This is an optimization exercise on Yosys and OpenROAD, whose aim is small area, a short achievable clock period and few clock cycles per item, not a production implementation. Where RTL was checked, it was by simulation tests only, not by an equivalence proof against the original. For runs 7 and 8, only the layout was checked, not whether the RTL still works. No activity file was given, so power comes from the tool's default toggle rates.

## design/flow/config.mk

```make
export PLATFORM = sky130hd
export DESIGN_NAME = sorted_priority_queue_unit
export DESIGN_NICKNAME = sorted_priority_queue_unit
export VERILOG_FILES = /design/flow/design.v
export SDC_FILE = /design/flow/constraint.sdc
export NUM_CORES = 4
export LEC_CHECK = 0
export ABC_CLOCK_PERIOD_IN_PS = 2000
export CAP_MARGIN = 20
export CORE_MARGIN = 2
export CORE_UTILIZATION = 40
export CTS_CLUSTER_DIAMETER = 100
export CTS_CLUSTER_SIZE = 30
export SETUP_SLACK_MARGIN = 2.7
export SLEW_MARGIN = 20
export SYNTH_HIERARCHICAL = 1
```

## design/flow/design.v

```verilog
package spq_pkg;
    localparam int CAPACITY   = 16;
    localparam int DATA_W     = 32;
    localparam logic       REQ_INSERT = 1'b0;
    localparam logic       REQ_REMOVE = 1'b1;
    localparam logic [1:0] STAT_DONE  = 2'd0;
    localparam logic [1:0] STAT_FULL  = 2'd1;
    localparam logic [1:0] STAT_EMPTY = 2'd2;
endpackage
import spq_pkg::*;
module spq_ctrl (
    input  logic i_clk,
    input  logic i_rst_n,
    input  logic i_in_valid,
    output logic o_in_stall,
    input  logic i_out_stall,
    output logic o_out_valid,
    output logic o_a_load,      
    output logic o_a_from_b,    
    output logic o_b_load,      
    output logic o_s2_load,     
    output logic o_s2_valid,    
    output logic o_commit       
);
    logic r_va, r_vb, r_v2, r_ov;
    logic accept, commit, mv2;
    assign commit = r_v2 && (!r_ov || !i_out_stall);
    assign mv2    = r_va && (!r_v2 || commit);
    assign accept = i_in_valid && !r_vb;
    always_ff @(posedge i_clk) begin
        if (!i_rst_n) begin
            r_va <= 1'b0;
            r_vb <= 1'b0;
            r_v2 <= 1'b0;
            r_ov <= 1'b0;
        end else begin
            if (mv2 || !r_va) begin
                r_va <= r_vb || accept;
                r_vb <= 1'b0;
            end else begin
                r_vb <= r_vb || accept;
            end
            if (!r_v2 || commit) begin
                r_v2 <= r_va;
            end
            if (commit) begin
                r_ov <= 1'b1;
            end else if (!i_out_stall) begin
                r_ov <= 1'b0;
            end
        end
    end
    assign o_in_stall  = r_vb;
    assign o_out_valid = r_ov;
    assign o_a_load    = mv2 || !r_va;
    assign o_a_from_b  = r_vb;
    assign o_b_load    = !r_vb;
    assign o_s2_load   = !r_v2 || commit;
    assign o_s2_valid  = r_v2;
    assign o_commit    = commit;
endmodule
import spq_pkg::*;
module spq_datapath (
    input  logic                        i_clk,
    input  logic                        i_rst_n,
    input  logic                        i_req_type,
    input  logic signed [DATA_W-1:0]    i_value,
    input  logic                        i_a_load,
    input  logic                        i_a_from_b,
    input  logic                        i_b_load,
    input  logic                        i_s2_load,
    input  logic                        i_s2_valid,
    input  logic                        i_commit,
    output logic [1:0]                  o_status,
    output logic signed [DATA_W-1:0]    o_removed_value,
    output logic signed [DATA_W-1:0]    o_head_value,
    output logic                        o_head_valid,
    output logic [4:0]                  o_entry_count,
    output logic                        o_is_full,
    output logic                        o_is_empty
);
    logic                     r_ta, r_tb, r_t2;
    logic [DATA_W-1:0]        r_xa, r_xb, r_x2;
    logic [DATA_W-1:0]        r_xan;     
    logic [CAPACITY-1:0]      r_av2;     
    logic                     r_up2;     
    logic                     r_dn2;     
    logic                     r_ins2;    
    logic                     r_rem2;    
    logic [DATA_W-1:0]        r_entry [CAPACITY];
    logic [CAPACITY-1:0]      r_val;     
    logic [1:0]               r_status;
    logic signed [DATA_W-1:0] r_removed;
    logic [4:0]               r_count;
    logic                     r_empty;   
    logic                     full, nonempty, ins_ok, rem_ok;
    logic [CAPACITY-1:0]      av;
    logic                     b;
    logic [CAPACITY-1:0]      g;
    logic [CAPACITY-1:0]      n_val;
    function automatic logic [4:0] therm_count(input logic [CAPACITY-1:0] v);
        therm_count[4] = v[15];
        therm_count[3] = v[7] & ~v[15];
        therm_count[2] = (v[3] & ~v[7]) | (v[11] & ~v[15]);
        therm_count[1] = (v[1] & ~v[3]) | (v[5] & ~v[7]) | (v[9] & ~v[11]) | (v[13] & ~v[15]);
        therm_count[0] = (v[0] & ~v[1]) | (v[2] & ~v[3]) | (v[4] & ~v[5]) | (v[6] & ~v[7])
                       | (v[8] & ~v[9]) | (v[10] & ~v[11]) | (v[12] & ~v[13]) | (v[14] & ~v[15]);
    endfunction
    assign full     = r_val[CAPACITY-1];
    assign nonempty = r_val[0];
    assign ins_ok   = i_s2_valid && r_ins2;
    assign rem_ok   = i_s2_valid && r_rem2;
    always_ff @(posedge i_clk) begin
        if (i_b_load) begin
            r_tb <= i_req_type;
            r_xb <= i_value;
        end
        if (i_a_load) begin
            r_ta <= i_a_from_b ? r_tb : i_req_type;
            r_xa <= i_a_from_b ? r_xb : i_value;
            r_xan <= ~(i_a_from_b ? r_xb : i_value);
        end
    end
    logic [CAPACITY-1:0] ge_e;
    logic                ge_b;
    for (genvar k = 0; k < CAPACITY; k++) begin : g_cmp
        if (k % 2 == 1) begin : g_odd
            spq_ge_nr #(.W(DATA_W)) u_ge (.i_r(r_entry[k]), .i_x(r_xa), .o_ge(ge_e[k]));
        end else begin : g_even
            spq_ge_an #(.W(DATA_W)) u_ge (.i_a(r_entry[k]), .i_nb(r_xan), .o_ge(ge_e[k]));
        end
    end
    spq_ge_an #(.W(DATA_W)) u_ge_b (.i_a(r_x2), .i_nb(r_xan), .o_ge(ge_b));
    assign av = r_val & ge_e;
    always_ff @(posedge i_clk) begin
        if (i_s2_load) begin
            r_t2   <= r_ta;
            r_x2   <= r_xa;
            r_av2  <= av;
            r_up2  <= ins_ok && ge_b;
            r_dn2  <= rem_ok;
            r_ins2 <= (r_ta == REQ_INSERT) && !(i_commit ? n_val[CAPACITY-1] : full);
            r_rem2 <= (r_ta == REQ_REMOVE) && (i_commit ? n_val[0] : nonempty);
        end
    end
    always_comb begin
        for (int k = 0; k < CAPACITY; k++) begin
            if (r_up2) begin
                g[k] = (k == 0) ? 1'b1 : r_av2[(k == 0) ? 0 : k - 1];
            end else if (r_dn2) begin
                g[k] = (k == CAPACITY - 1) ? 1'b0 : r_av2[(k == CAPACITY - 1) ? k : k + 1];
            end else begin
                g[k] = r_av2[k];
            end
        end
    end
    always_comb begin
        n_val = r_val;
        if (ins_ok) begin
            n_val = {r_val[CAPACITY-2:0], 1'b1};
        end else if (rem_ok) begin
            n_val = {1'b0, r_val[CAPACITY-1:1]};
        end
    end
    logic [CAPACITY-1:0] en, s_prev, s_x, s_next;
    always_comb begin
        for (int k = 0; k < CAPACITY; k++) begin
            s_x[k]    = ins_ok && !g[k] && ((k == 0) || g[(k == 0) ? 0 : k - 1]);
            s_prev[k] = ins_ok && !g[k] && (k != 0) && !g[(k == 0) ? 0 : k - 1];
            s_next[k] = rem_ok && (k != CAPACITY - 1);
            en[k]     = i_commit && ((ins_ok && !g[k]) || s_next[k]);
        end
    end
    always_ff @(posedge i_clk) begin
        if (!i_rst_n) begin
            r_entry[0] <= '0;
        end else if (en[0]) begin
            r_entry[0] <= ({DATA_W{s_x[0]}} & r_x2)
                        | ({DATA_W{s_next[0] && r_val[1]}} & ~r_entry[1]);
        end
    end
    logic [DATA_W-1:0] d_entry [CAPACITY];
    assign d_entry[0] = '0;
    logic [DATA_W-1:0] x2n;
    spq_not #(.W(DATA_W)) u_x2n (.i_a(r_x2), .o_y(x2n));
    for (genvar k = 1; k < CAPACITY; k++) begin : g_row
        logic [DATA_W-1:0] x_pol;
        assign x_pol = (k % 2 == 1) ? r_x2 : x2n;
        spq_aoi_row #(.W(DATA_W)) u_row (
            .i_sa (s_prev[k]),
            .i_a  (r_entry[k - 1]),
            .i_sb (s_x[k]),
            .i_b  (x_pol),
            .i_sc (s_next[k]),
            .i_c  (r_entry[(k == CAPACITY - 1) ? k : k + 1]),
            .o_y  (d_entry[k])
        );
    end
    always_ff @(posedge i_clk) begin
        for (int k = 1; k < CAPACITY; k++) begin
            if (en[k]) begin
                r_entry[k] <= d_entry[k];
            end
        end
    end
    always_ff @(posedge i_clk) begin
        if (i_commit) begin
            r_status  <= (r_t2 == REQ_INSERT) ? (full ? STAT_FULL : STAT_DONE)
                                              : (nonempty ? STAT_DONE : STAT_EMPTY);
            r_removed <= (r_t2 == REQ_REMOVE) ? r_entry[0] : '0;
        end
    end
    always_ff @(posedge i_clk) begin
        if (!i_rst_n) begin
            r_val   <= '0;
            r_count <= '0;
            r_empty <= 1'b1;
        end else if (i_commit) begin
            r_val   <= n_val;
            r_count <= therm_count(n_val);
            r_empty <= !n_val[0];
        end
    end
    assign o_status        = r_status;
    assign o_removed_value = r_removed;
    assign o_head_valid    = r_val[0];
    assign o_head_value    = r_entry[0];
    assign o_is_full       = r_val[CAPACITY-1];
    assign o_is_empty      = r_empty;
    assign o_entry_count   = r_count;
endmodule
module spq_aoi_row #(
    parameter int W = 32
) (
    input  logic         i_sa,
    input  logic [W-1:0] i_a,
    input  logic         i_sb,
    input  logic [W-1:0] i_b,
    input  logic         i_sc,
    input  logic [W-1:0] i_c,
    output logic [W-1:0] o_y
);
    assign o_y = ~(({W{i_sa}} & i_a) | ({W{i_sb}} & i_b) | ({W{i_sc}} & i_c));
endmodule
module spq_not #(
    parameter int W = 32
) (
    input  logic [W-1:0] i_a,
    output logic [W-1:0] o_y
);
    assign o_y = ~i_a;
endmodule
module spq_ge_an #(
    parameter int W = 32
) (
    input  logic [W-1:0] i_a,
    input  logic [W-1:0] i_nb,
    output logic         o_ge
);
    logic [W-1:0] ua, unb;
    logic [W:0]   c;
    assign ua  = {~i_a[W-1], i_a[W-2:0]};
    assign unb = {~i_nb[W-1], i_nb[W-2:0]};
    assign c[0] = 1'b1;
    for (genvar i = 0; i < W; i++) begin : g_bit
        assign c[i+1] = (ua[i] & unb[i]) | (ua[i] & c[i]) | (unb[i] & c[i]);
    end
    assign o_ge = c[W];
endmodule
module spq_ge_nr #(
    parameter int W = 32
) (
    input  logic [W-1:0] i_r,
    input  logic [W-1:0] i_x,
    output logic         o_ge
);
    logic [W-1:0] ur, ux;
    logic [W:0]   c;
    assign ur = {~i_r[W-1], i_r[W-2:0]};
    assign ux = {~i_x[W-1], i_x[W-2:0]};
    assign c[0] = 1'b0;
    for (genvar i = 0; i < W; i++) begin : g_bit
        assign c[i+1] = (ur[i] & ux[i]) | (ur[i] & c[i]) | (ux[i] & c[i]);
    end
    assign o_ge = ~c[W];
endmodule
import spq_pkg::*;
module sorted_priority_queue_unit (
    input  logic               i_clk,
    input  logic               i_rst_n,
    input  logic               i_in_valid,
    output logic               o_in_stall,
    input  logic               i_req_type,
    input  logic signed [31:0] i_value,
    output logic               o_out_valid,
    input  logic               i_out_stall,
    output logic [1:0]         o_status,
    output logic signed [31:0] o_removed_value,
    output logic signed [31:0] o_head_value,
    output logic               o_head_valid,
    output logic [4:0]         o_entry_count,
    output logic               o_is_full,
    output logic               o_is_empty
);
    logic a_load, a_from_b, b_load, s2_load, s2_valid, commit;
    spq_ctrl u_ctrl (
        .i_clk       (i_clk),
        .i_rst_n     (i_rst_n),
        .i_in_valid  (i_in_valid),
        .o_in_stall  (o_in_stall),
        .i_out_stall (i_out_stall),
        .o_out_valid (o_out_valid),
        .o_a_load    (a_load),
        .o_a_from_b  (a_from_b),
        .o_b_load    (b_load),
        .o_s2_load   (s2_load),
        .o_s2_valid  (s2_valid),
        .o_commit    (commit)
    );
    spq_datapath u_datapath (
        .i_clk           (i_clk),
        .i_rst_n         (i_rst_n),
        .i_req_type      (i_req_type),
        .i_value         (i_value),
        .i_a_load        (a_load),
        .i_a_from_b      (a_from_b),
        .i_b_load        (b_load),
        .i_s2_load       (s2_load),
        .i_s2_valid      (s2_valid),
        .i_commit        (commit),
        .o_status        (o_status),
        .o_removed_value (o_removed_value),
        .o_head_value    (o_head_value),
        .o_head_valid    (o_head_valid),
        .o_entry_count   (o_entry_count),
        .o_is_full       (o_is_full),
        .o_is_empty      (o_is_empty)
    );
endmodule
```

## design/flow/constraint.sdc

```tcl
create_clock -name core_clock -period 5.0 [get_ports {i_clk}]
set_input_delay 1.0000 -clock core_clock [delete_from_list [all_inputs] [get_ports {i_clk}]]
set_output_delay 1.0000 -clock core_clock [all_outputs]
set_load 0.01 [all_outputs]
```

## design/flow/run.sh

```bash
#!/bin/bash
# synth_recipe.tcl (not shown) runs the flow's synth.tcl, then flattens the netlist and writes it again
# the make line also repeats each setting of config.mk as NAME=value (left out here)
make -C /OpenROAD-flow-scripts/flow DESIGN_CONFIG=/design/flow/config.mk WORK_HOME=/design/flow/orfs CLKGATE_MAP_FILE= SYNTH_SCRIPT=/design/flow/synth_recipe.tcl finish
```

==> run notes, run 1 <==
period utilization 0.4683; fmax between 0.4 and 0.5 GHz; Total Routed Length between 100000 and 150000 um; CP max FO 17; IO Count 113; Final Critical Period about 2.3 ns; Max Transition Viols Final 0; Reg area approximately 21000 um^2; Core Area a little under 100000 um^2; ANT nets after route 0; DR vias/cell 7.053; Multi-input gate area 16970 um^2; Die H 315.4 um; top-count cell post-synth edfxtp_1; mapped cell area between 30000 and 40000 um^2; first-pass GRT wire length between 150000 and 200000 um; Cell Pwr Density around 260 nW/um^2; status no timing/DRC/antenna violations; RSZ-0062 raised after global routing yes; vias in the first global route around 31k; Fin. Hold Viols 0; Fillers just under 9k; Die Area 99460 um^2; Global Route Usage Sum 0.2626; Iteration-0 DRC Markers between 6k and 7k; clock sinks 722; IO Port Bufs around 110; commonest cells in the netlist edfxtp_1, a222oi_1, nor2_1; Hold WS roughly 0.5 ns; Residual DRC 0; die width roughly 320 um; area share of the largest cell type after synthesis 0.5149; Cells after Synth around 3.1k; Row Count 114; dpl hpwl 94530 um; Seq/Total Area, Yosys 0.5443; Layout Nets about 3.4k; worst min path class reg2reg; share of cells above drive strength 1 0.1916; Inserted Clock Buffers 36; root buffer cell clkbuf_16; GPL Wtd Cong 0.8977; fraction of registers with async set/reset 0; Setup Viol. Count Final 0; Worst R2R Setup Slack 2.66 ns; Setup crit start kind register; H-tree Lvls 2; LEAKAGE around 14 nW; WP data arrival between 2 and 3 ns; TritonCTS clock tree done; YS warnings 12; Setup Skew about 0.041 ns; initial core utilization 0.4022; Yosys top cell by area edfxtp_1; Post-Synthesis Mean Instance Area around 12 um^2; Clock transition at path regs 0.11 ns; ys flop type edfxtp_1; cell count of the worst reg-to-reg path 4; largest net degree at the start of global routing 86; Yosys cell types 64; CP Capture Type register; measured slew at the worst slew-check pin ~0.9 ns; routed vias ~33k; EDFF count, synth about 670; critical path required time 5.37 ns; Diodes inserted 0; worst hold path depth 2; post-route setup TNS 0 ns; wire per inst between 20 and 30 um; number of antenna violations at the first check in global routing 3; max_slew headroom 0.3991; register bit count reported by yosys 722; largest cells by area after synthesis edfxtp_1, a222oi_1, dfxtp_1; grt ovf 0; critical path class reg2reg; maximum VDD drop about 0.00021 V; clk buf depth 3; drt first pass iters 11; maxcap violations 0; Skew-Pair Late Insertion Delay around 0.62 ns; Area Overhead vs Synth 17.45%
layout make-up:
class,count,area share
clock buffer,44,0.02296
clock inverter,20,0.005164
inverter,76,0.006620
multi-input combinational,2154,0.3726
sequential,722,0.4665
tap,1276,0.03505
timing repair buffer,375,0.09092
timing repair inverter,1,0.0001648
kinds of logic after synthesis:
family | synth area share
AO/OA/AOI/OAI | 0.3045
flip-flops | 0.5443
AND/OR/NAND/NOR | 0.07278
buffers and inverters | 0.04523
adder cells (fa/ha/maj) | 0.01807
multiplexers | 0.01500
other | 0.00009669
timing repair:
item | CTS | global route
cloned | 24 | 1
gates resized for setup | 290 | 73
buffers inserted | 156 | 33
hold buffers | 0 | 0
pin swaps | 20 | 7
endpoints found under the setup margin | 1159 | 727
final timing paths:
path                    startpoint                    end
max reg2reg     u_datapath.r_xa[8]    u_datapath.r_av2[3]
max             u_datapath.r_xa[8]    u_datapath.r_av2[3]
min reg2reg  u_datapath.r_count[3]  u_datapath.r_count[3]
min          u_datapath.r_count[3]  u_datapath.r_count[3]
critical path, cell delays in order, from the launching register on:
cell,delay (ns)
edfxtp_1,0.89
o221ai_1,0.23
o311ai_1,0.60
a21oi_1,0.21
and2_1,0.17
per-layer routing:
metal	track usage	vias to the layer above	wire length, um
met5	0	-	0
met4	0.05860	0	3257
met3	0.03503	160	15710
met2	0.4172	2065	61680
met1	0.3827	16308	55690
li1	-	14389	-
modules after synthesis, one instance, submodules excluded, excerpt:
| module | flops+latches | cells inside | times used | cell area (um^2) |
|---|---|---|---|---|
| spq_datapath | 718 | 1242 | 1 | 24160 |
| spq_ctrl | 4 | 16 | 1 | 162.7 |
flip-flops by register name, summed over array words and instances (netlist names), 2 cells and up:
register	flops
u_datapath.r_av2	16
u_datapath.r_entry	512
u_datapath.r_val	15
u_datapath.r_xan	32
u_datapath.r_xb	32
u_datapath.r_status	2
u_datapath.r_removed	32
u_datapath.r_x2	32
u_datapath.r_count	5
u_datapath.r_xa	32
power by group:
part / internal [mW] / switching, mW / leakage (nW)
Clock: 1.60 / 2.20 / 0.630
Sequential: 6.60 / 0.119 / 6.49
Combinational: 0.457 / 0.725 / 6.46
Total: 8.66 / 3.04 / 13.6
through the flow:
stage          total power, mW  cells  worst slack (ns)  utilization  area [um^2]
2_1_floorplan            7.444   3115             1.674            -        39370
4_1_cts                  11.69   4634             2.619       0.4665        44980
6_report                 11.70   4668             2.658       0.4724        45550
5_1_grt                  12.02   4668             2.677       0.4724        45550
3_3_place_gp             7.818   4390             1.376       0.4264        41120
3_5_place_dp             7.834   4390             1.316       0.4264        41120
cells in the final DEF, fill, tap and decap left out, types with 35 or more instances in the layout:
master / n
a211oi_1: 41
o22ai_1: 164
edfxtp_1: 665
nor2_1: 138
mux2i_1: 57
a21oi_1: 141
clkdlybuf4s50_1: 35
maj3_1: 52
a211oi_2: 46
clkdlybuf4s15_1: 40
a222oi_1: 480
inv_1: 71
nor3_1: 40
nand2_1: 68
a22oi_1: 119
dfxtp_4: 36
buf_4: 163
o21ai_0: 99
clkbuf_16: 40
buf_12: 66
o211ai_1: 36
and2_1: 92
Testbench counts, summed over its fixed seeds: cycles 16,024, items 16,000.
==> run 2, diff against run 1 <==
--- a/design/flow/config.mk
+++ b/design/flow/config.mk
@@ -10,5 +10,5 @@
 export CORE_MARGIN = 2
-export CORE_UTILIZATION = 40
-export CTS_CLUSTER_DIAMETER = 100
-export CTS_CLUSTER_SIZE = 30
+export CORE_UTILIZATION = 55
+export CTS_CLUSTER_DIAMETER = 80
+export CTS_CLUSTER_SIZE = 20
 export SETUP_SLACK_MARGIN = 2.7
==> run 2 against run 1 <==
Sequential share of layout area down 0.25 points. Final cell count is 5.9% lower. Via count increased by 4.5%. Power increased by 3.4%. Fmax is 0.28% higher. Critical path depth grew 4. Synthesized cell count stayed put. Still clean. Worst hold slack got worse by 0.010 ns. Critical endpoint is now u_datapath.r_av2[5]. Worst setup slack better by 0.0066 ns. Clock-buffer cell count up 27. Non-clock buffer count is 40 higher.
==> run notes, run 2 <==
status no timing/DRC/antenna violations; Post-CTS Hold Buffers 0; net switching power figure a little over 3 mW; first-pass GRT wire length 201400 um; Residual DRC 0; largest register by flop count u_datapath.r_entry; Global Route Usage Sum 0.3634; EDFF count, synth 665; Yosys cell types 64; Final Critical Period around 2.3 ns; largest net degree at the start of global routing ~110; Seq/Total Area, Yosys 0.5443; period utilization 0.4670; maxcap violations 0; fmax around 0.43 GHz; critical path class reg2reg; Setup crit start kind register; mapped cell area approximately 39000 um^2; vias in the first global route approximately 33k; Cells after Synth a little over 3k; H-tree Lvls 2; Hold Crit Start u_ctrl.r_va; Total Routed Length roughly 140000 um; Largest register FFs 512; Critical path origin u_datapath.r_xa[28]; commonest non-fill, non-tap cells in the layout edfxtp_1, a222oi_1, buf_4; LEAKAGE 13.84 nW; Fin. Hold Viols 0; Post-Synthesis Mean Instance Area around 12 um^2; GPL Wtd Cong just over 0.9; max_slew headroom 0.4057; fraction of registers with async set/reset 0; Final Power about 12 mW; Layout Nets around 3.5k; Die H between 200 and 300 um; top-count cell post-synth edfxtp_1; RSZ-0062 raised after global routing no; area share of the largest cell type after synthesis 0.5149; post-route setup TNS 0 ns; grt ovf 0; Core Area between 60000 and 70000 um^2; Setup Skew approximately 0.022 ns; dpl hpwl slightly above 90000 um; switching fraction of total power 0.2501; Setup Viol. Count Final 0; sequential share of power 0.555; Clock transition at path regs approximately 0.09 ns; routed vias around 34k; CP Capture Type register; ANT nets after route 0; largest cells by area after synthesis edfxtp_1, a222oi_1, dfxtp_1; Diodes inserted 0; Critical R2R Launch u_datapath.r_xa[28]; IO Count approximately 110; TritonCTS clock tree done; maximum VDD drop between 0.0002 and 0.00025 V; root buffer cell clkbuf_16; Yosys top cell by area edfxtp_1; register bit count reported by yosys around 720; Iteration-0 DRC Markers ~8k; Inserted Clock Buffers 45; clk buf depth 3; commonest non-fill, non-tap cell in the layout edfxtp_1; commonest cells in the netlist edfxtp_1, a222oi_1, nor2_1; critical path required time about 5.5 ns; Max Transition Viols Final 0; Logic pwr share 0.105; WP data arrival around 2.8 ns; Die Area approximately 73000 um^2; Skew-Pair Late Insertion Delay between 0.6 and 0.7 ns; share of cells above drive strength 1 0.2027; CP max FO 10; YS warnings 12; Cell Pwr Density ~260 nW/um^2; worst min path class reg2reg; wire per inst around 32 um; Internal Power between 9 and 10 mW; Row Count a little under 100; clock sinks slightly above 700; ys flop type edfxtp_1; measured slew at the worst slew-check pin between 0.8 and 0.9 ns; Clock power frac 0.339; IO Port Bufs 112; number of antenna violations at the first check in global routing 3; Reg area between 20000 and 25000 um^2; DR vias/cell just under 8; Multi-input gate area 16980 um^2; Fillers around 5.3k; initial core utilization 0.5548; drt first pass iters 13; die width 269.5 um; Area Overhead vs Synth 17.99%; Hold WS approximately 0.49 ns
## run 2: cell type report
| type | instances | share of cell area |
|---|---|---|
| flip-flops and latches | 722 | 0.4640 |
| multi-input cells | 2154 | 0.3711 |
| repair buffers | 415 | 0.1001 |
| clock buffers | 71 | 0.02904 |
| well taps | 940 | 0.02570 |
| inverters | 76 | 0.006644 |
| clock inverters | 13 | 0.003172 |
| repair inverters | 2 | 0.0002734 |
## run 2: per-layer routing
layer  track usage  part of all wire  wire, um
met5             0                 0         0
met1        0.5260              0.38     52880
met2        0.5426              0.43     60530
met3       0.06893              0.15     20400
met4        0.1409             0.040      5548
## run 2: stage by stage
step / setup slack [ns] / std cells / instance area (um^2) / util
2_1_floorplan: 1.674 / 3115 / 39370 / -
3_3_place_gp: 1.541 / 4041 / 40600 / 0.5807
3_5_place_dp: 1.480 / 4041 / 40600 / 0.5807
4_1_cts: 2.674 / 4356 / 45070 / 0.6448
5_1_grt: 2.674 / 4393 / 45760 / 0.6546
6_report: 2.665 / 4393 / 45760 / 0.6546
## run 2: kinds of logic (layout without fill, tap and decap cells)
group,after synthesis,in the layout,synth area share
simple gates,550,555,0.07278
mux,58,58,0.01500
compound gates,1454,1468,0.3045
other cells,1,5,0.00009669
fa+ha+maj,68,68,0.01807
buf+inv,258,577,0.04523
flops,722,722,0.5443
## run 2: modules after synthesis (local to each module, per instance), a selection
module	cells	flip-flops and latches	area [um^2]	copies in the design
spq_datapath	1242	718	24160	1
spq_ctrl	16	4	162.7	1
## run 2: timing repair
item / CTS / global route
gates cloned: 23 / 5
endpoints found under the setup margin: 1178 / 592
buffers inserted: 208 / 32
gates resized for setup: 282 / 92
pin swaps: 15 / 10
## run 2: path summary, 6_finish.rpt
kind                                             to  slack [ns]  depth (start not counted)
worst max register to register  u_datapath.r_av2[5]        2.67                          8
worst max-delay path            u_datapath.r_av2[5]        2.67                          8
worst min-delay path                    u_ctrl.r_v2        0.49                          2
worst min register to register          u_ctrl.r_v2        0.49                          2
## run 2: power groups by stage
stage / Sequential (mW) / Combinational [mW] / Clock, mW
2_1_floorplan: 6.94 / 0.508 / 0
3_3_place_gp: 7.01 / 0.788 / 0
3_5_place_dp: 7.02 / 0.810 / 0
4_1_cts: 6.74 / 1.13 / 4.13
5_1_grt: 6.73 / 1.33 / 4.32
6_report: 6.72 / 1.27 / 4.10
## run 2: critical path, cell delays in order (launching register included)
cell,delay (ns)
edfxtp_1,0.43
buf_12,0.17
buf_4,0.17
o22ai_1,0.23
o32ai_1,0.13
nor2_1,0.43
o31ai_1,0.18
a21oi_1,0.31
and2_1,0.18
==> run 3, diff against run 2 <==
--- a/design/flow/config.mk
+++ b/design/flow/config.mk
@@ -10,6 +10,6 @@
 export CORE_MARGIN = 2
-export CORE_UTILIZATION = 55
+export CORE_UTILIZATION = 40
 export CTS_CLUSTER_DIAMETER = 80
 export CTS_CLUSTER_SIZE = 20
-export SETUP_SLACK_MARGIN = 2.7
+export SETUP_SLACK_MARGIN = 2.8
 export SLEW_MARGIN = 20
==> run 3 against run 2 <==
Wire length grew 3.3%. Core utilization shrank 17 points. Final area grew 2.4%. Worst hold slack lost 0.0050 ns. Sequential power is essentially flat. Via count shrank 0.84%. Non-clock buffer count grew 79. Synthesized cell count is the same. Final cell count grew 9.4%. Still clean on timing, DRC and antenna. First-iteration DRC count shrank 7.2%. Die area grew 37%. Clock power grew 2%.
==> run notes, run 3 <==
Post-Route M1 WL between 50000 and 60000 um; Post-CTS Hold Buffers 0; WP data arrival about 2.4 ns; worst min path class reg2reg; DR vias/cell between 7 and 8; Post-Synthesis Mean Instance Area approximately 12 um^2; grt ovf 0; Slowest cell on crit path nand3_4; commonest non-fill, non-tap cell in the layout edfxtp_1; Core Area approximately 96000 um^2; first-pass GRT wire length between 200000 and 250000 um; maxcap violations 0; family with the most delay on the worst path simple AND/OR/NAND/NOR gates; area share of the largest cell type after synthesis 0.5149; CP max FO between 50 and 60; Die H approximately 320 um; commonest cells in the netlist edfxtp_1, a222oi_1, nor2_1; Yosys top cell by area edfxtp_1; Inserted Clock Buffers 46; mapped cell area 38780 um^2; status no timing/DRC/antenna violations; Seq/Total Area, Yosys 0.5443; drt first pass iters 10; initial core utilization 0.4022; die width about 320 um; Final Critical Period around 2.4 ns; share of cells above drive strength 1 0.2434; clock sinks just over 700; RSZ-0062 raised after global routing yes; TritonCTS clock tree done; Skew-Pair Late Insertion Delay between 0.6 and 0.7 ns; Yosys cell types 64; largest register by flop count u_datapath.r_entry; max_slew headroom 0.2668; Post-DP Area roughly 40000 um^2; Layout Nets approximately 3.5k; IO Port Bufs between 100 and 150; ys flop type edfxtp_1; Cell Pwr Density ~260 nW/um^2; period utilization 0.4750; vias in the first global route 32.20k; Worst Path Buf+Inv 1; Clock transition at path regs 0.08 ns; highest metal used met5; post-route cell area ~47000 um^2; Total Routed Length 144000 um; CP cell instances dlygate4sd2_1 > nand3_4; met3 wire length around 18000 um; largest net degree at the start of global routing approximately 100; largest cells by area after synthesis edfxtp_1, a222oi_1, dfxtp_1; Max Transition Viols Final 0; Setup crit start kind input pin; Iteration-0 DRC Markers between 7k and 8k; maximum VDD drop about 0.00025 V; post-route setup TNS 0 ns; clk buf depth 3; critical path class in2reg; H-tree Lvls 2; Residual DRC 0; YS warnings 12; root buffer cell clkbuf_16; register bit count reported by yosys ~720; fraction of registers with async set/reset 0; wire per inst between 20 and 30 um; commonest non-fill, non-tap cells in the layout edfxtp_1, a222oi_1, buf_4; dpl hpwl ~95000 um; ANT nets after route 0; Setup Viol. Count Final 0; LEAKAGE 14.37 nW; number of antenna violations at the first check in global routing 6; Die Area ~99000 um^2; Row Count around 110; critical path required time just over 5 ns; routed vias ~34k; fmax between 0.4 and 0.5 GHz; measured slew at the worst slew-check pin approximately 1.1 ns; DR WL met2 roughly 64000 um; Area Overhead vs Synth 20.86%; Fin. Hold Viols 0; Cells after Synth 3111; top-count cell post-synth edfxtp_1; Largest register FFs around 500; EDFF count, synth ~670; Diodes inserted 0; Setup Skew 0.03844 ns; Max stage delay on crit path between 0.8 and 0.9 ns; GPL Wtd Cong just over 0.9; CP Capture Type register; IO Count ~110; Global Route Usage Sum 0.2713
==> run 3: cell counts after synthesis <==
No cell type changed its count.
==> run 3: timing repair <==
item / 4_1_cts / 5_1_grt
pin swaps: 12 / 40
gates resized for setup: 481 / 106
gates cloned: 25 / 12
setup endpoints to repair: 1237 / 980
buffers inserted: 245 / 63
==> run 3: cells by family (layout without fill, tap and decap cells) <==
family / after synthesis / after routing / share of synthesized area
adders and majority gates: 68 / 68 / 0.01807
buffers and inverters: 258 / 650 / 0.04523
DFF: 722 / 722 / 0.5443
and+or+nand+nor: 550 / 558 / 0.07278
AOI/OAI and AO/OA: 1454 / 1468 / 0.3045
other: 1 / 5 / 0.00009669
muxes: 58 / 58 / 0.01500
==> run 3: per-module statistics from Yosys, one instance, submodules excluded, excerpt <==
module / flip-flops and latches / copies in the design / cells inside
spq_datapath: 718 / 1 / 1242
spq_ctrl: 4 / 1 / 16
==> run 3: where the power goes <==
part | switching (mW) | total [mW] | internal, mW
sequential | 0.105 | 6.71 | 6.60
clock | 2.21 | 4.18 | 1.97
combinational | 0.781 | 1.29 | 0.507
total | 3.10 | 12.2 | 9.08
==> run 3: path summary, 6_finish.rpt <==
kind	endpoint	cells after the start	start	slack [ns]
worst min-delay path	u_datapath.r_t2	0	u_datapath.r_ta	0.48
worst max register to register	u_datapath.r_av2[2]	8	u_datapath.r_xan[15]	2.75
worst min register to register	u_datapath.r_t2	0	u_datapath.r_ta	0.48
worst max-delay path	u_datapath.r_x2[13]	2	i_out_stall	2.62
==> run 3: metrics by stage <==
step | hold WS, ns | power [mW] | utilization | std cells | setup WS, ns
after floorplan | 0.4507 | 7.445 | - | 3115 | 1.674
after global routing | 0.5072 | 12.49 | 0.4861 | 4805 | 2.581
after global placement | 0.4642 | 7.810 | 0.4258 | 4380 | 1.496
after detailed placement | 0.4780 | 7.828 | 0.4258 | 4380 | 1.352
final | 0.4844 | 12.17 | 0.4861 | 4805 | 2.625
after CTS | 0.4924 | 12.11 | 0.4734 | 4730 | 2.641
==> run 3: metal layers <==
metal  vias up  GRT usage
li1      14669          -
met1     16949     0.3979
met2      2289     0.4137
met3       203    0.04283
met4         2    0.08003
met5         -          0
==> run 3: worst register-to-register path: cells and delay by family (launching register included) <==
| kind | cells | cell delay, ns |
|---|---|---|
| fa+ha+maj | 1 | 0.34 |
| buf+inv | 2 | 0.37 |
| flops | 1 | 0.57 |
| compound gates | 2 | 0.20 |
| simple gates | 3 | 0.57 |
==> run 3: cell type report <==
type	instances	area [um^2]
clock buffers	64	1345
well taps	1276	1597
flip-flops and latches	722	21260
fillers	8723	49550
repair buffers	494	5077
multi-input cells	2157	17150
inverters	76	306.5
clock inverters	16	141.4
==> run 4, diff against run 3 <==
--- a/design/flow/config.mk
+++ b/design/flow/config.mk
@@ -13,3 +13,3 @@
 export CTS_CLUSTER_SIZE = 20
-export SETUP_SLACK_MARGIN = 2.8
+export SETUP_SLACK_MARGIN = 2.6
 export SLEW_MARGIN = 20
==> run 4 against run 3 <==
Power shrank 2.5%. Non-clock buffer count shrank 128. Sequential power is essentially flat. Fmax shrank 0.64%. Register-to-register slack lost 0.14 ns. Global-route usage shrank 0.29 points. Worst hold slack gained 0.0031 ns. Area after synthesis is the same. Die area is the same. Synthesized cell count is the same. Combinational power shrank 9%. Critical endpoint is now u_datapath.r_av2[1]. Largest cell class unchanged.
==> run notes, run 4 <==
largest register by flop count u_datapath.r_entry; Global Route Usage Sum 0.2684; first-pass GRT wire length between 200000 and 250000 um; maximum VDD drop about 0.00022 V; commonest non-fill, non-tap cell in the layout edfxtp_1; IO Port Bufs approximately 110; max_slew headroom 0.3823; Skew-Pair Late Insertion Delay between 0.6 and 0.7 ns; CP Capture Type register; period utilization 0.4781; critical path required time 5.50 ns; CP cell instances buf_12 > a2111oi_4 > a211oi_2 > nor3b_2 > o31ai_1 > a21oi_1 > and2_1; wire per inst 29.64 um; H-tree Lvls 2; top-count cell post-synth edfxtp_1; largest cells by area after synthesis edfxtp_1, a222oi_1, dfxtp_1; critical path depth 7; root buffer cell clkbuf_16; Core Area 96420 um^2; Total Routed Length around 140000 um; initial core utilization 0.4022; Row Count 114; worst hold path depth 2; dpl hpwl roughly 95000 um; Worst R2R Setup Slack around 2.6 ns; Yosys top cell by area edfxtp_1; WP data arrival 2.89 ns; Slowest cell on crit path edfxtp_1; ANT nets after route 0; Final Power 11.87 mW; RSZ-0062 raised after global routing yes; worst min path class reg2reg; family with the most delay on the worst path compound AO/OA/AOI/OAI gates; Fillers roughly 8.8k; drt first pass iters 12; Worst R2R End u_datapath.r_av2[1]; maxcap violations 0; number of antenna violations at the first check in global routing 4; cell count of the worst reg-to-reg path 7; register bit count reported by yosys between 700 and 800; fmax 0.4183 GHz; vias in the first global route about 31k; Fin. Hold Viols 0; die width ~320 um; clock sinks approximately 720; post-route setup TNS 0 ns; Min-Delay Endpoint u_ctrl.r_v2; DR vias/cell approximately 7; Cells after Synth just over 3k; Setup Skew approximately 0.030 ns; Max stage delay on crit path around 0.53 ns; Largest register FFs just over 500; EDFF count, synth about 670; area share of the largest cell type after synthesis 0.5149; Yosys cell types 64; Max Transition Viols Final 0; largest net degree at the start of global routing 115; Post-DP Area just over 40000 um^2; Worst Path Buf+Inv 1; grt ovf 0; Layout Nets about 3.4k; CP max FO 16; IO Count 113; post-layout util 0.4684; Cell Pwr Density between 200 and 300 nW/um^2; Residual DRC 0; Die Area between 90000 and 100000 um^2; ys flop type edfxtp_1; Critical path origin u_datapath.r_xa[25]; Post-CTS Hold Buffers 0; commonest cells in the netlist edfxtp_1, a222oi_1, nor2_1; post-route cell area ~45000 um^2; Setup Viol. Count Final 0; mapped cell area just under 40000 um^2; measured slew at the worst slew-check pin between 0.9 and 1 ns; Diodes inserted 0; setup ws final approximately 2.6 ns; Hold Crit Start u_ctrl.r_va; Inserted Clock Buffers 45; YS warnings 12; Place WS 1.204 ns; routed vias ~33k; Iteration-0 DRC Markers ~7.3k; Critical R2R Launch u_datapath.r_xa[25]; Clock transition at path regs approximately 0.090 ns; clk buf depth 3; share of cells above drive strength 1 0.1766; Area Overhead vs Synth 16.44%; Post-Synthesis Mean Instance Area about 12 um^2; Final Critical Period approximately 2.4 ns; critical path class reg2reg; commonest non-fill, non-tap cells in the layout edfxtp_1, a222oi_1, o22ai_1, buf_4, a21oi_1; GPL Wtd Cong 0.8887; Seq/Total Area, Yosys 0.5443; Die H 315.4 um; fraction of registers with async set/reset 0; TritonCTS clock tree done; status no timing/DRC/antenna violations; LEAKAGE between 10 and 15 nW; Setup crit start kind register
run 4: final cells by class:
class | instances | area, um^2 | share of cell area
Multi-Input combinational cell | 2151 | 16780 | 0.3716
Clock buffer | 70 | 1292 | 0.02862
Timing Repair Buffer | 366 | 3890 | 0.08614
Sequential cell | 722 | 21210 | 0.4697
Tap cell | 1276 | 1597 | 0.03535
Clock inverter | 10 | 78.83 | 0.001745
Inverter | 76 | 296.5 | 0.006566
Timing Repair inverter | 2 | 12.51 | 0.0002771
run 4: power breakdown:
| part | internal (mW) | switching [mW] | total [mW] |
|---|---|---|---|
| Sequential | 6.61 | 0.126 | 6.74 |
| Combinational | 0.457 | 0.723 | 1.18 |
| Clock | 1.82 | 2.14 | 3.95 |
| Total | 8.88 | 2.99 | 11.9 |
run 4: Yosys stat by module (local to each module, per instance), excerpt:
module        area (um^2)  cells
spq_ctrl            162.7     16
spq_datapath        24160   1242
run 4: what timing repair did:
| action | in CTS | in global routing |
|---|---|---|
| pin swaps | 9 | 16 |
| setup buffers | 136 | 44 |
| setup endpoints to repair | 1142 | 797 |
| resized for setup | 184 | 42 |
| gates cloned | 21 | 0 |
run 4: logic make-up after synthesis:
group | synth area share
compound gates | 0.3045
fa+ha+maj | 0.01807
buf+inv | 0.04523
mux | 0.01500
other cells | 0.00009669
simple gates | 0.07278
flops | 0.5443
run 4: metrics by stage:
step	hold slack (ns)	instances
2_1_floorplan	0.4507	3115
3_3_place_gp	0.4694	4392
3_5_place_dp	0.4834	4392
4_1_cts	0.4970	4629
5_1_grt	0.5387	4673
6_report	0.4875	4673
run 4: tightest hold or removal path: stages, from the launching register on:
cell and delay [ns]:
dfxtp_1 0.34, inv_1 0.06, a21boi_1 0.05
run 4: worst max path at each step:
stage | slack (ns) | end
2_1_floorplan | 1.67 | u_datapath.r_entry[1][0]
3_3_place_gp | 1.20 | u_datapath.r_entry[1][0]
3_5_place_dp | 1.20 | u_datapath.r_entry[2][1]
4_1_cts | 2.60 | o_head_value[23]
5_1_grt | 2.54 | u_datapath.r_entry[2][18]
6_report | 2.61 | u_datapath.r_av2[1]
run 4: metal layers:
layer  GRT usage  routed length [um]  vias to the layer above  share of wire
met5           0                   0                        -              0
met2      0.3985               59740                     2130           0.43
li1            -                   -                    14399              -
met4     0.06786                3297                        0          0.024
met1      0.4010               57390                    16363           0.41
met3     0.05188               18090                      159           0.13
==> run 5, diff against run 4 <==
--- a/design/flow/config.mk
+++ b/design/flow/config.mk
@@ -13,3 +13,3 @@
 export CTS_CLUSTER_SIZE = 20
-export SETUP_SLACK_MARGIN = 2.6
+export SETUP_SLACK_MARGIN = 2.7
 export SLEW_MARGIN = 20
==> run 5 against run 4 <==
Still clean on timing, DRC and antenna. Sequential share of layout area decreased by 0.84 points. Combinational power is essentially flat. Clock power rose by 6.3%. Worst setup slack improved by 0.10 ns. Critical endpoint is now u_datapath.r_av2[3]. Largest cell class unchanged. Largest power group unchanged.
==> run notes, run 5 <==
status no timing/DRC/antenna violations; Clock transition at path regs roughly 0.1 ns; Final Critical Period about 2.3 ns; clk buf depth 3; Cell Pwr Density ~260 nW/um^2; largest cells by area after synthesis edfxtp_1, a222oi_1, dfxtp_1; GPL Wtd Cong around 0.9; largest net degree at the start of global routing 86; Skew-Pair Late Insertion Delay 0.65 ns; Area Overhead vs Synth 18.76%; commonest non-fill, non-tap cell in the layout edfxtp_1; measured slew at the worst slew-check pin about 0.91 ns; post-layout util 0.4777; WP data arrival 2.71 ns; Row Count 114; share of cells above drive strength 1 0.2022; vias in the first global route 31.81k; Logic pwr share 0.098; grt ovf 0; Seq/Total Area, Yosys 0.5443; Yosys cell types 64; clock sinks 722; fmax approximately 0.44 GHz; Post-Synth XOR/XNOR Area 0; ANT nets after route 0; Post-Synthesis Mean Instance Area ~12 um^2; dpl hpwl around 95000 um; die width roughly 320 um; net switching power figure roughly 3.1 mW; DP Cell Count 4390; sequential share of power 0.555; max_slew headroom 0.3930; mapped cell area 38780 um^2; Core Area just under 100000 um^2; IO Port Bufs about 110; largest family of logic cells by synthesized area compound AO/OA/AOI/OAI gates; non-filler instance count after layout 4699; post-synthesis adder-cell area fraction 0.01807; routed vias approximately 33k; commonest cells in the netlist edfxtp_1, a222oi_1, nor2_1; initial core utilization 0.4022; Final Power roughly 12 mW; Setup Viol. Count Final 0; Max Transition Viols Final 0; Iteration-0 DRC Markers 6654; largest register by flop count u_datapath.r_entry; Internal Power ~9.1 mW; top-count cell post-synth edfxtp_1; Fin. Hold Viols 0; first-pass GRT wire length 198400 um; CP max FO 8; Hold WS 0.5007 ns; fraction of registers with async set/reset 0; IO Count 113; switching fraction of total power 0.2526; LEAKAGE 13.70 nW; mux contribution to synthesized area 0.01500; Diodes inserted 0; Die H approximately 320 um; Inserted Clock Buffers between 40 and 50; period utilization 0.4572; post-synthesis simple-gate area fraction 0.07278; register bit count reported by yosys 722; critical path required time approximately 5.4 ns; number of antenna violations at the first check in global routing 3; Yosys top cell by area edfxtp_1; commonest non-fill, non-tap cells in the layout edfxtp_1, a222oi_1, o22ai_1; drt first pass iters 11; Setup crit start kind register; Cells after Synth 3111; TritonCTS clock tree done; Layout Nets roughly 3.4k; post-synthesis compound-gate area fraction 0.3045; CP Capture Type register; Fillers 8739; Multi-input gate area 17000 um^2; Largest register FFs around 500; DR vias/cell approximately 7; YS warnings 12; RSZ-0062 raised after global routing yes; maximum VDD drop between 0.0002 and 0.00025 V; Die Area 99460 um^2; critical path class reg2reg; root buffer cell clkbuf_16; post-route setup TNS 0 ns; maxcap violations 0; worst min path class reg2reg; Clock power frac 0.347; EDFF count, synth 665; Setup Skew between 0.03 and 0.04 ns; Total Routed Length approximately 140000 um; ys flop type edfxtp_1; area share of the largest cell type after synthesis 0.5149; Global Route Usage Sum 0.2642; Reg area roughly 21000 um^2; H-tree Lvls 2; wire per inst ~29 um; Residual DRC 0
==> run 5: cell counts after synthesis <==
Identical to the previous run, type by type.
==> run 5: layer usage <==
layer  GRT usage  up-vias  wire length, um  part of all wire
met3     0.03962      171            17210              0.12
met2      0.4178     2152            62530              0.45
met1      0.3780    16497            54840              0.40
met4     0.07378        0             3671             0.027
li1            -    14455                -                 -
met5           0        -                0                 0
==> run 5: cells by family after synthesis <==
family | after synthesis
AND/OR/NAND/NOR | 550
flip-flops | 722
adder cells (fa/ha/maj) | 68
buffers and inverters | 258
AO/OA/AOI/OAI | 1454
multiplexers | 58
other | 1
==> run 5: path summary, 6_finish.rpt <==
check / start / end / slack (ns) / cells after the start
min: u_datapath.r_count[3] / u_datapath.r_count[3] / 0.50 / 2
max: u_datapath.r_xa[11] / u_datapath.r_av2[3] / 2.71 / 7
min reg2reg: u_datapath.r_count[3] / u_datapath.r_count[3] / 0.50 / 2
max reg2reg: u_datapath.r_xa[11] / u_datapath.r_av2[3] / 2.71 / 7
==> run 5: modules after synthesis (local to each module, per instance), excerpt <==
module,flip-flops and latches,times used
spq_datapath,718,1
spq_ctrl,4,1
==> run 5: cell type report <==
cell class,instances,share of cell area
Sequential cell,722,0.4613
Tap cell,1276,0.03466
Timing Repair Buffer,387,0.09587
Clock buffer,67,0.02877
Timing Repair inverter,1,0.0001630
Multi-Input combinational cell,2154,0.3690
Clock inverter,16,0.003613
Inverter,76,0.006601
==> run 5: worst max-delay path: stages (launching register included) <==
cell,delay (ns)
edfxtp_1,0.58
buf_12,0.18
o22ai_1,0.08
nor2_1,0.16
o221ai_1,0.13
o311ai_1,0.58
a21oi_1,0.20
and2_1,0.17
==> run 5: what timing repair did <==
item                       in CTS  in global routing
hold endpoints to repair        0                  0
hold buffers                    0                  0
setup buffers                 168                 33
gates cloned                   21                  4
pin swaps                      17                  8
resized for setup             338                 76
setup endpoints to repair    1159                612
==> run 5: stage by stage <==
step / setup WS [ns] / cell area, um^2
2_1_floorplan: 1.674 / 39370
3_3_place_gp: 1.376 / 41120
3_5_place_dp: 1.316 / 41120
4_1_cts: 2.592 / 45440
5_1_grt: 2.687 / 46060
6_report: 2.714 / 46060
==> run 5: power by group through the flow <==
| stage | registers, mW | clock network [mW] | logic [mW] |
|---|---|---|---|
| global placement | 6.99 | 0 | 0.830 |
| CTS | 6.74 | 4.27 | 1.09 |
| global route | 6.73 | 4.46 | 1.25 |
| floorplan | 6.94 | 0 | 0.508 |
| finish | 6.73 | 4.20 | 1.19 |
| detailed placement | 6.99 | 0 | 0.842 |
==> run 6, diff against run 5 <==
--- a/design/flow/config.mk
+++ b/design/flow/config.mk
@@ -11,4 +11,4 @@
 export CORE_UTILIZATION = 40
-export CTS_CLUSTER_DIAMETER = 80
-export CTS_CLUSTER_SIZE = 20
+export CTS_CLUSTER_DIAMETER = 90
+export CTS_CLUSTER_SIZE = 25
 export SETUP_SLACK_MARGIN = 2.7
==> run 6 against run 5 <==
Clock power decreased by 6.7%. Largest power group unchanged. Global-route usage down 0.077 points. Sequential share of layout area is 0.46 points higher. Highest routed layer is now met5. Critical endpoint is now u_datapath.r_up2. Critical path depth is 1 lower.
==> run notes, run 6 <==
Die H 315.4 um; drt first pass iters 12; IO Port Bufs approximately 110; Total Routed Length roughly 140000 um; Final Critical Period 2.341 ns; ys flop type edfxtp_1; maximum VDD drop about 0.00029 V; number of antenna violations at the first check in global routing 4; H-tree Lvls 2; first-pass GRT wire length 197900 um; Worst Path Buf+Inv 0; WP data arrival about 2.8 ns; ANT nets after route 0; worst min path class reg2reg; wire per inst approximately 30 um; Yosys cell types 64; GPL Wtd Cong ~0.9; post-layout util 0.4729; Max Transition Viols Final 0; Layout Nets roughly 3.4k; largest net degree at the start of global routing 86; worst hold path depth 2; post-route setup TNS 0 ns; Die Area around 99000 um^2; Global Route Usage Sum 0.2635; initial core utilization 0.4022; commonest non-fill, non-tap cell in the layout edfxtp_1; routed vias between 30k and 40k; status no timing/DRC/antenna violations; Clock transition at path regs approximately 0.1 ns; Area Overhead vs Synth 17.57%; critical path required time 5.49 ns; Iteration-0 DRC Markers roughly 6.4k; CP Capture Type register; dpl hpwl around 95000 um; clock sinks about 720; cell count of the worst reg-to-reg path 6; vias in the first global route about 32k; Max stage delay on crit path approximately 0.8 ns; CP cell instances o22ai_1 > nor3_1 > o221ai_1 > a31o_2 > a31oi_4 > and3_1; Setup Skew 0.03384 ns; area share of the largest cell type after synthesis 0.5149; critical path class reg2reg; period utilization 0.4682; clk buf depth 3; Slowest cell on crit path edfxtp_1; root buffer cell clkbuf_16; die width 315.4 um; Skew-Pair Late Insertion Delay around 0.62 ns; Setup crit start kind register; Cells after Synth 3111; Diodes inserted 0; commonest cells in the netlist edfxtp_1, a222oi_1, nor2_1; critical path depth 6; LEAKAGE ~14 nW; Fin. Hold Viols 0; Residual DRC 0; share of cells above drive strength 1 0.1889; TritonCTS clock tree done; max_slew headroom 0.3847; Cell Pwr Density between 200 and 300 nW/um^2; CP max FO 12; Row Count 114; Inserted Clock Buffers 39; fraction of registers with async set/reset 0; top-count cell post-synth edfxtp_1; Core Area around 96000 um^2; fmax around 0.43 GHz; maxcap violations 0; Seq/Total Area, Yosys 0.5443; Yosys top cell by area edfxtp_1; IO Count 113; family with the most delay on the worst path compound AO/OA/AOI/OAI gates; largest register by flop count u_datapath.r_entry; measured slew at the worst slew-check pin roughly 0.9 ns; Fillers just under 9k; largest cells by area after synthesis edfxtp_1, a222oi_1, dfxtp_1; register bit count reported by yosys ~720; Post-Synthesis Mean Instance Area 12.47 um^2; Setup Viol. Count Final 0; mapped cell area 38780 um^2; EDFF count, synth approximately 670; Largest register FFs between 500 and 600; RSZ-0062 raised after global routing yes; grt ovf 0; DR vias/cell 7.129; YS warnings 12; commonest non-fill, non-tap cells in the layout edfxtp_1, a222oi_1, o22ai_1
-- run 6: cell counts after synthesis --
No cell type changed its count.
-- run 6: kinds of logic after synthesis --
logic type	synth area share
AOI/OAI and AO/OA	0.3045
buffers and inverters	0.04523
other	0.00009669
muxes	0.01500
DFF	0.5443
adders and majority gates	0.01807
and+or+nand+nor	0.07278
-- run 6: metrics by stage --
step	hold slack (ns)	instance area, um^2	total power, mW	setup WS [ns]	std cells
6_report	0.4934	45600	11.83	2.659	4658
5_1_grt	0.5130	45600	12.14	2.589	4658
4_1_cts	0.4973	45140	11.81	2.701	4639
3_5_place_dp	0.4747	41120	7.834	1.316	4390
3_3_place_gp	0.4731	41120	7.818	1.376	4390
2_1_floorplan	0.4507	39370	7.444	1.674	3115
-- run 6: Yosys stat by module, one instance, submodules excluded, excerpt --
module	copies in the design	cells inside
spq_datapath	1	1242
spq_ctrl	1	16
-- run 6: cell type report --
cell class | instances | area [um^2] | area share
multi-input combinational | 2153 | 16950 | 0.3717
timing repair inverter | 1 | 7.507 | 0.0001646
inverter | 76 | 301.5 | 0.006613
sequential | 722 | 21250 | 0.4659
clock inverter | 16 | 232.7 | 0.005104
timing repair buffer | 362 | 4177 | 0.09160
tap | 1276 | 1597 | 0.03501
clock buffer | 52 | 1087 | 0.02385
-- run 6: tightest hold or removal path: cells and delay by family (launching register included) --
family          cells  cell delay [ns]
compound gates      1             0.05
buf+inv             1             0.06
flops               1             0.34
-- run 6: per-layer routing --
layer  share of wire  track usage
met5        0.000094            0
met4           0.030      0.07658
met3            0.12      0.04545
met2            0.45       0.4130
met1            0.40       0.3749
-- run 6: timing repair --
item | 4_1_cts | 5_1_grt
cloned | 23 | 3
setup endpoints to repair | 1159 | 699
pin swaps | 29 | 8
gates resized for setup | 284 | 92
endpoints found under the hold margin | 0 | 0
hold buffers | 0 | 0
buffers inserted | 158 | 16
-- run 6: worst paths after layout --
check	start	endpoint	slack, ns
setup reg to reg	u_datapath.r_x2[14]	u_datapath.r_up2	2.66
setup / recovery	u_datapath.r_x2[14]	u_datapath.r_up2	2.66
hold / removal	u_ctrl.r_va	u_ctrl.r_v2	0.49
hold reg to reg	u_ctrl.r_va	u_ctrl.r_v2	0.49
-- run 6: power breakdown --
group	switching, mW	leakage [nW]	internal (mW)
sequential	0.126	6.49	6.60
clock	2.17	0.634	1.76
combinational	0.718	6.38	0.458
==> run 7, diff against run 6 <==
--- a/design/flow/design.v
+++ b/design/flow/design.v
@@ -120,5 +120,5 @@
             r_xa <= i_a_from_b ? r_xb : i_value;
-            r_xan <= ~(i_a_from_b ? r_xb : i_value);
         end
     end
+    spq_not #(.W(DATA_W)) u_xan (.i_a(r_xa), .o_y(r_xan));
     logic [CAPACITY-1:0] ge_e;
--- a/design/flow/config.mk
+++ b/design/flow/config.mk
@@ -11,4 +11,4 @@
 export CORE_UTILIZATION = 40
-export CTS_CLUSTER_DIAMETER = 90
-export CTS_CLUSTER_SIZE = 25
+export CTS_CLUSTER_DIAMETER = 80
+export CTS_CLUSTER_SIZE = 20
 export SETUP_SLACK_MARGIN = 2.7
==> run 7 against run 6 <==
Largest cell class unchanged. Largest power group unchanged. Wire length rose by 9.2%. Highest routed layer is now met4. Register-to-register slack got worse by 0.07 ns. Final cell count is 1.1% higher.
==> run notes, run 7 <==
CP cell instances buf_6 > buf_6 > clkinvlp_4 > buf_12 > buf_8 > buf_6 > and2_4 > a211o_1 > a221oi_2 > a31o_2 > a31oi_1 > and2_1; mapped cell area ~38000 um^2; fraction of registers with async set/reset 0; top-count cell post-synth edfxtp_1; critical path class reg2reg; Post-Synthesis Mean Instance Area between 10 and 15 um^2; CP Capture Type register; Largest register FFs roughly 510; Critical R2R Launch u_datapath.r_xa[12]; share of cells above drive strength 1 0.2488; worst min path class reg2reg; M3 GR Usage 0.06176; Yosys cell types 64; cell count of the worst reg-to-reg path 12; Iteration-0 DRC Markers between 7k and 8k; critical path required time 5.40 ns; clk buf depth 3; Worst R2R End u_datapath.r_av2[14]; max_slew headroom 0.4734; Total Routed Length roughly 150000 um; Place WS 1.574 ns; sequential share of power 0.547; clock sinks between 600 and 700; initial core utilization 0.4045; worst hold path depth 2; measured slew at the worst slew-check pin 0.7891 ns; Skew-Pair Late Insertion Delay 0.65 ns; grt ovf 0; Fin. Hold Viols 0; Fillers approximately 8.4k; Final Critical Period ~2.4 ns; commonest cells in the netlist edfxtp_1, a222oi_1, nor2_1; maxcap violations 0; register bit count reported by yosys a little under 700; Residual DRC 0; Setup crit start kind register; largest cells by area after synthesis edfxtp_1, a222oi_1, dfxtp_1; routed vias 34.47k; vias in the first global route 33.26k; Core Area approximately 94000 um^2; wire per inst roughly 32 um; Logic pwr share 0.112; Post-CTS Hold Buffers 0; Hold Crit Start u_ctrl.r_va; YS warnings 12; Slowest cell on crit path edfxtp_1; Clock transition at path regs 0.09 ns; first-pass GRT wire length ~220000 um; maximum VDD drop 0.0002195 V; setup ws final about 2.6 ns; number of antenna violations at the first check in global routing 2; M2 GR Usage 0.4474; Global Route Usage Sum 0.2920; period utilization 0.4827; commonest non-fill, non-tap cells in the layout edfxtp_1, a222oi_1, buf_4; root buffer cell clkbuf_16; CP max FO 5; largest net degree at the start of global routing 94; Max stage delay on crit path 0.35 ns; WP data arrival between 2 and 3 ns; post-route setup TNS 0 ns; EDFF count, synth about 630; Internal Power 8.622 mW; most used cell, CP buf_6; Cell Pwr Density 255.6 nW/um^2; Row Count roughly 110; global route hottest layer met2; Max Transition Viols Final 0; net switching power figure 3.070 mW; IO Port Bufs 112; Cells after Synth between 3k and 4k; commonest non-fill, non-tap cell in the layout edfxtp_1; area share of the largest cell type after synthesis 0.5020; Reg area roughly 20000 um^2; switching fraction of total power 0.2626; Layout Nets 3452; GPL Wtd Cong roughly 0.94; Worst R2R Setup Slack 2.59 ns; post-layout util 0.4886; IO Count between 100 and 150; Setup Viol. Count Final 0; ys flop type edfxtp_1; RSZ-0062 raised after global routing yes; Seq/Total Area, Yosys 0.5322; Inserted Clock Buffers 45; Area Overhead vs Synth 20.79%; largest register by flop count u_datapath.r_entry; LEAKAGE around 14 nW; Multi-input gate area 17280 um^2; Yosys top cell by area edfxtp_1; Min-Delay Endpoint u_ctrl.r_v2; dpl hpwl about 99000 um; Die Area approximately 97000 um^2; TritonCTS clock tree done; Setup Skew ~0.037 ns; met1 Resource Use GR 0.4089; fmax ~0.41 GHz; Clock power frac 0.341; ANT nets after route 0; drt first pass iters 12; status no timing/DRC/antenna violations; H-tree Lvls 2; DR vias/cell 7.323; Die H 311.7 um; die width slightly above 300 um
run 7: power by group through the flow:
stage          Combinational [mW]  Clock (mW)  Sequential (mW)
3_5_place_dp                 1.00           0             6.56
4_1_cts                      1.18        4.03             6.40
6_report                     1.31        3.99             6.40
5_1_grt                      1.36        4.21             6.40
3_3_place_gp                0.983           0             6.55
2_1_floorplan               0.562           0             6.57
run 7: worst max-delay path by stage:
stage                                   start                        end  slack, ns  depth (start not counted)
final                     u_datapath.r_xa[12]       u_datapath.r_av2[14]       2.59                         12
after global routing      u_datapath.r_xa[12]       u_datapath.r_av2[14]       2.50                         12
after CTS                 u_datapath.r_xa[12]       u_datapath.r_av2[14]       2.56                         11
after detailed placement          i_out_stall   u_datapath.r_entry[1][3]       1.57                          4
after global placement            i_out_stall  u_datapath.r_entry[14][3]       1.61                          4
after floorplan                   i_out_stall   u_datapath.r_entry[1][0]       1.67                          6
run 7: timing repair:
action,4_1_cts,5_1_grt
gates resized for setup,431,115
endpoints found under the setup margin,1165,526
pin swaps,29,41
endpoints found under the hold margin,0,0
cloned,30,5
buffers inserted,186,49
run 7: Yosys stat by module, one instance, submodules excluded, excerpt:
module	flops+latches	cell area, um^2	cells
spq_ctrl	4	162.7	16
spq_datapath	686	23120	1178
run 7: final cells by class:
class,instances,share of cell area
repair buffers,442,0.1029
diodes,1,0.00005472
repair inverters,5,0.0008207
inverters,76,0.009110
clock buffers,63,0.02700
clock inverters,21,0.004432
flip-flops and latches,690,0.4436
well taps,1254,0.03431
multi-input cells,2155,0.3778
run 7: logic make-up (layout without fill, tap and decap cells):
group           Yosys count  count (layout)  synth area share
simple gates            550             556           0.07455
buf+inv                 258             607           0.04633
flops                   690             690            0.5322
fa+ha+maj                68              68           0.01851
mux                      58              58           0.01642
other cells               1               6        0.00009904
compound gates         1454            1468            0.3119
run 7: worst max-delay path: cells and delay by family (launching register included):
kind	cells	cell delay, ns
AOI/OAI and AO/OA	4	0.85
buffers and inverters	6	0.67
DFF	1	0.35
and+or+nand+nor	2	0.32
run 7: metal layers:
layer / routed length, um / share of wire / up-vias
li1: - / - / 14462
met2: 65890 / 0.44 / 2679
met3: 20360 / 0.14 / 357
met4: 5962 / 0.040 / 0
met5: 0 / 0 / -
met1: 58030 / 0.39 / 16972
run 7: through the flow:
step	cells	hold WS (ns)	area (um^2)	total power, mW
6_report	4707	0.4541	45740	11.69
5_1_grt	4706	0.4855	45730	11.97
4_1_cts	4652	0.4541	44890	11.61
3_5_place_dp	4352	0.4555	40250	7.557
3_3_place_gp	4352	0.4536	40250	7.535
2_1_floorplan	3083	0.4363	38410	7.129
==> run 8, diff against run 7 <==
--- a/design/flow/design.v
+++ b/design/flow/design.v
@@ -120,5 +120,5 @@
             r_xa <= i_a_from_b ? r_xb : i_value;
+            r_xan <= ~(i_a_from_b ? r_xb : i_value);
         end
     end
-    spq_not #(.W(DATA_W)) u_xan (.i_a(r_xa), .o_y(r_xan));
     logic [CAPACITY-1:0] ge_e;
@@ -167,6 +167,6 @@
         for (int k = 0; k < CAPACITY; k++) begin
-            s_x[k]    = ins_ok && !g[k] && ((k == 0) || g[(k == 0) ? 0 : k - 1]);
-            s_prev[k] = ins_ok && !g[k] && (k != 0) && !g[(k == 0) ? 0 : k - 1];
-            s_next[k] = rem_ok && (k != CAPACITY - 1);
-            en[k]     = i_commit && ((ins_ok && !g[k]) || s_next[k]);
+            s_x[k]    = (r_t2 == REQ_INSERT) && !g[k] && ((k == 0) || g[(k == 0) ? 0 : k - 1]);
+            s_prev[k] = (r_t2 == REQ_INSERT) && !g[k] && (k != 0) && !g[(k == 0) ? 0 : k - 1];
+            s_next[k] = (r_t2 == REQ_REMOVE) && (k != CAPACITY - 1);
+            en[k]     = i_commit && ((ins_ok && !g[k]) || (rem_ok && (k != CAPACITY - 1)));
         end
--- a/design/flow/config.mk
+++ b/design/flow/config.mk
@@ -11,4 +11,2 @@
 export CORE_UTILIZATION = 40
-export CTS_CLUSTER_DIAMETER = 80
-export CTS_CLUSTER_SIZE = 20
 export SETUP_SLACK_MARGIN = 2.7
==> run 8 against run 7 <==
Still clean on timing, DRC and antenna. First-iteration DRC count down 14%. Sequential share of layout area grew 0.90 points. Via count is 3.1% lower. Combinational power increased by 15%. Power is 22% higher.
==> run notes, run 8 <==
maximum VDD drop approximately 0.00025 V; Post-Synth XOR/XNOR Area 0; register bit count reported by yosys between 700 and 800; Skew-Pair Late Insertion Delay 0.65 ns; mapped cell area just under 40000 um^2; post-route setup TNS 0 ns; Post-CTS Hold Buffers 0; commonest non-fill, non-tap cell in the layout edfxtp_1; non-filler instance count after layout ~4.8k; DR vias/cell between 6 and 7; Max Transition Viols Final 0; Post-Synthesis Mean Instance Area approximately 12 um^2; number of antenna violations at the first check in global routing 3; grt ovf 0; Fillers 8640; period utilization 0.4583; ys flop type edfxtp_1; Min-Delay Endpoint u_datapath.r_empty; GPL Wtd Cong 0.8817; routed vias approximately 33k; vias in the first global route ~32k; Cell Pwr Density 304.5 nW/um^2; Iteration-0 DRC Markers roughly 6.6k; dpl hpwl about 94000 um; post-synthesis compound-gate area fraction 0.3035; largest net degree at the start of global routing between 90 and 100; largest family of logic cells by synthesized area compound AO/OA/AOI/OAI gates; critical path class reg2reg; Hold Crit Start u_datapath.r_empty; Largest register FFs between 500 and 600; Cells after Synth 3120; Setup Viol. Count Final 0; Die Area ~100000 um^2; TritonCTS clock tree done; first-pass GRT wire length 199200 um; setup ws final between 2 and 3 ns; largest cells by area after synthesis edfxtp_1, a222oi_1, dfxtp_1; status no timing/DRC/antenna violations; root buffer cell clkbuf_16; maxcap violations 0; IO Port Bufs approximately 110; Worst R2R Setup Slack about 2.7 ns; Yosys cell types 66; fmax ~0.44 GHz; WP data arrival roughly 2.6 ns; Residual DRC 0; Fin. Hold Viols 0; mux contribution to synthesized area 0.01549; CP Capture Type register; EDFF count, synth about 670; Clock transition at path regs approximately 0.06 ns; Seq/Total Area, Yosys 0.5435; area share of the largest cell type after synthesis 0.5141; largest register by flop count u_datapath.r_entry; Core Area roughly 96000 um^2; Final Critical Period 2.291 ns; commonest cells in the netlist edfxtp_1, a222oi_1, nor2_1; clock sinks around 720; initial core utilization 0.4028; Yosys top cell by area edfxtp_1; Global Route Usage Sum 0.2646; die width 315.6 um; wire per inst approximately 28 um; DP Cell Count ~4.4k; Setup crit start kind register; critical path required time ~5.3 ns; worst hold path depth 2; Layout Nets between 3k and 4k; Row Count around 110; share of cells above drive strength 1 0.1964; worst min path class reg2reg; max_slew headroom 0.4108; IO Count ~110; top-count cell post-synth edfxtp_1; measured slew at the worst slew-check pin between 0.8 and 0.9 ns; Inserted Clock Buffers 81; Place WS ~1.2 ns; Area Overhead vs Synth 20.76%; ANT nets after route 0; H-tree Lvls 3; fraction of registers with async set/reset 0; YS warnings 12; post-synthesis simple-gate area fraction 0.07338; Worst R2R End u_datapath.r_entry[15][23]; Setup Skew approximately 0.033 ns; commonest non-fill, non-tap cells in the layout edfxtp_1, a222oi_1, buf_4; drt first pass iters 12; RSZ-0062 raised after global routing no; Critical R2R Launch u_datapath.r_dn2; Die H 315.6 um; CP max FO 12; clk buf depth 3; cell count of the worst reg-to-reg path 6; Diodes inserted 0; Total Routed Length ~140000 um; Critical path origin u_datapath.r_dn2; LEAKAGE between 15 and 20 nW; post-synthesis adder-cell area fraction 0.01804
run 8: changes by cell type after synthesis, sizes merged, moves of 5 or more:
cell | before | now
mux2i | 25 | 59
edfxtp | 633 | 665
mux2 | 33 | 1
a21oi | 174 | 151
o21ai | 117 | 138
nor2b | 5 | 20
and3 | 14 | 2
nand2 | 83 | 73
clkbuf | 28 | 21
nand2b | 3 | 10
nor3 | 44 | 51
buf | 154 | 160
inv | 76 | 82
a222oi | 480 | 485
run 8: how the worst max path moves through the flow:
stage / slack, ns / to
after floorplan: 1.61 / u_datapath.r_entry[1][0]
final: 2.71 / u_datapath.r_entry[15][23]
after global placement: 1.29 / u_datapath.r_entry[7][0]
after global routing: 2.67 / u_datapath.r_av2[10]
after CTS: 2.63 / u_datapath.r_entry[0][0]
after detailed placement: 1.25 / u_datapath.r_entry[6][23]
run 8: through the flow:
stage / cell area [um^2] / total power, mW / hold WS, ns / util
floorplan: 39270 / 7.714 / 0.4510 / -
global placement: 41240 / 8.111 / 0.4660 / 0.4277
detailed placement: 41250 / 8.133 / 0.4660 / 0.4278
CTS: 46310 / 14.26 / 0.4806 / 0.4803
global route: 46910 / 14.69 / 0.5132 / 0.4865
finish: 46910 / 14.29 / 0.4751 / 0.4865
run 8: final cells by class:
cell class                      instances  area [um^2]  share of cell area
Clock buffer                          114         2350             0.05009
Clock inverter                         36        281.5            0.006002
Inverter                               83        311.5            0.006642
Multi-Input combinational cell       2155        16760              0.3573
Sequential cell                       722        21230              0.4526
Tap cell                             1276         1597             0.03404
Timing Repair Buffer                  419         4382             0.09341
run 8: report_power, final:
group	switching, mW	internal, mW
clock network	2.48	3.52
logic	0.913	0.591
registers	0.115	6.66
run 8: worst max-delay path: stages (launching register included):
cell and delay [ns]:
edfxtp_1 0.45, buf_6 0.20, nor3b_1 0.20, a21oi_1 0.06
o22a_1 0.27, nor2_2 0.60, a222oi_1 0.20
run 8: kinds of logic after synthesis:
| kind of cell | after synthesis |
|---|---|
| buf+inv | 264 |
| other cells | 1 |
| compound gates | 1450 |
| flops | 722 |
| simple gates | 555 |
| mux | 60 |
| fa+ha+maj | 68 |
run 8: routing by layer:
layer	routed length (um)	global-route usage	vias to the layer above
met5	0	0	-
met4	3400	0.07066	0
met3	16460	0.04854	184
met2	61380	0.4083	2056
met1	55380	0.3821	16569
li1	-	-	14599
run 8: what timing repair did:
| action | CTS | global route |
|---|---|---|
| setup endpoints to repair | 1270 | 672 |
| cloned | 16 | 2 |
| gates resized for setup | 283 | 70 |
| setup buffers | 175 | 31 |
| pin swaps | 15 | 14 |
run 8: modules after synthesis, one instance, submodules excluded, excerpt:
module,copies in the design,flip-flops and latches,cells inside
spq_ctrl,1,4,16
spq_datapath,1,718,1251

Check on run 8: ideal ports give 2.709 ns setup slack; a clkbuf_16 on the clock port and buf_2 on the inputs give 2.656 ns; moving port delays by the midpoint clock arrival (0.705 ns) as well gives 2.187 ns.
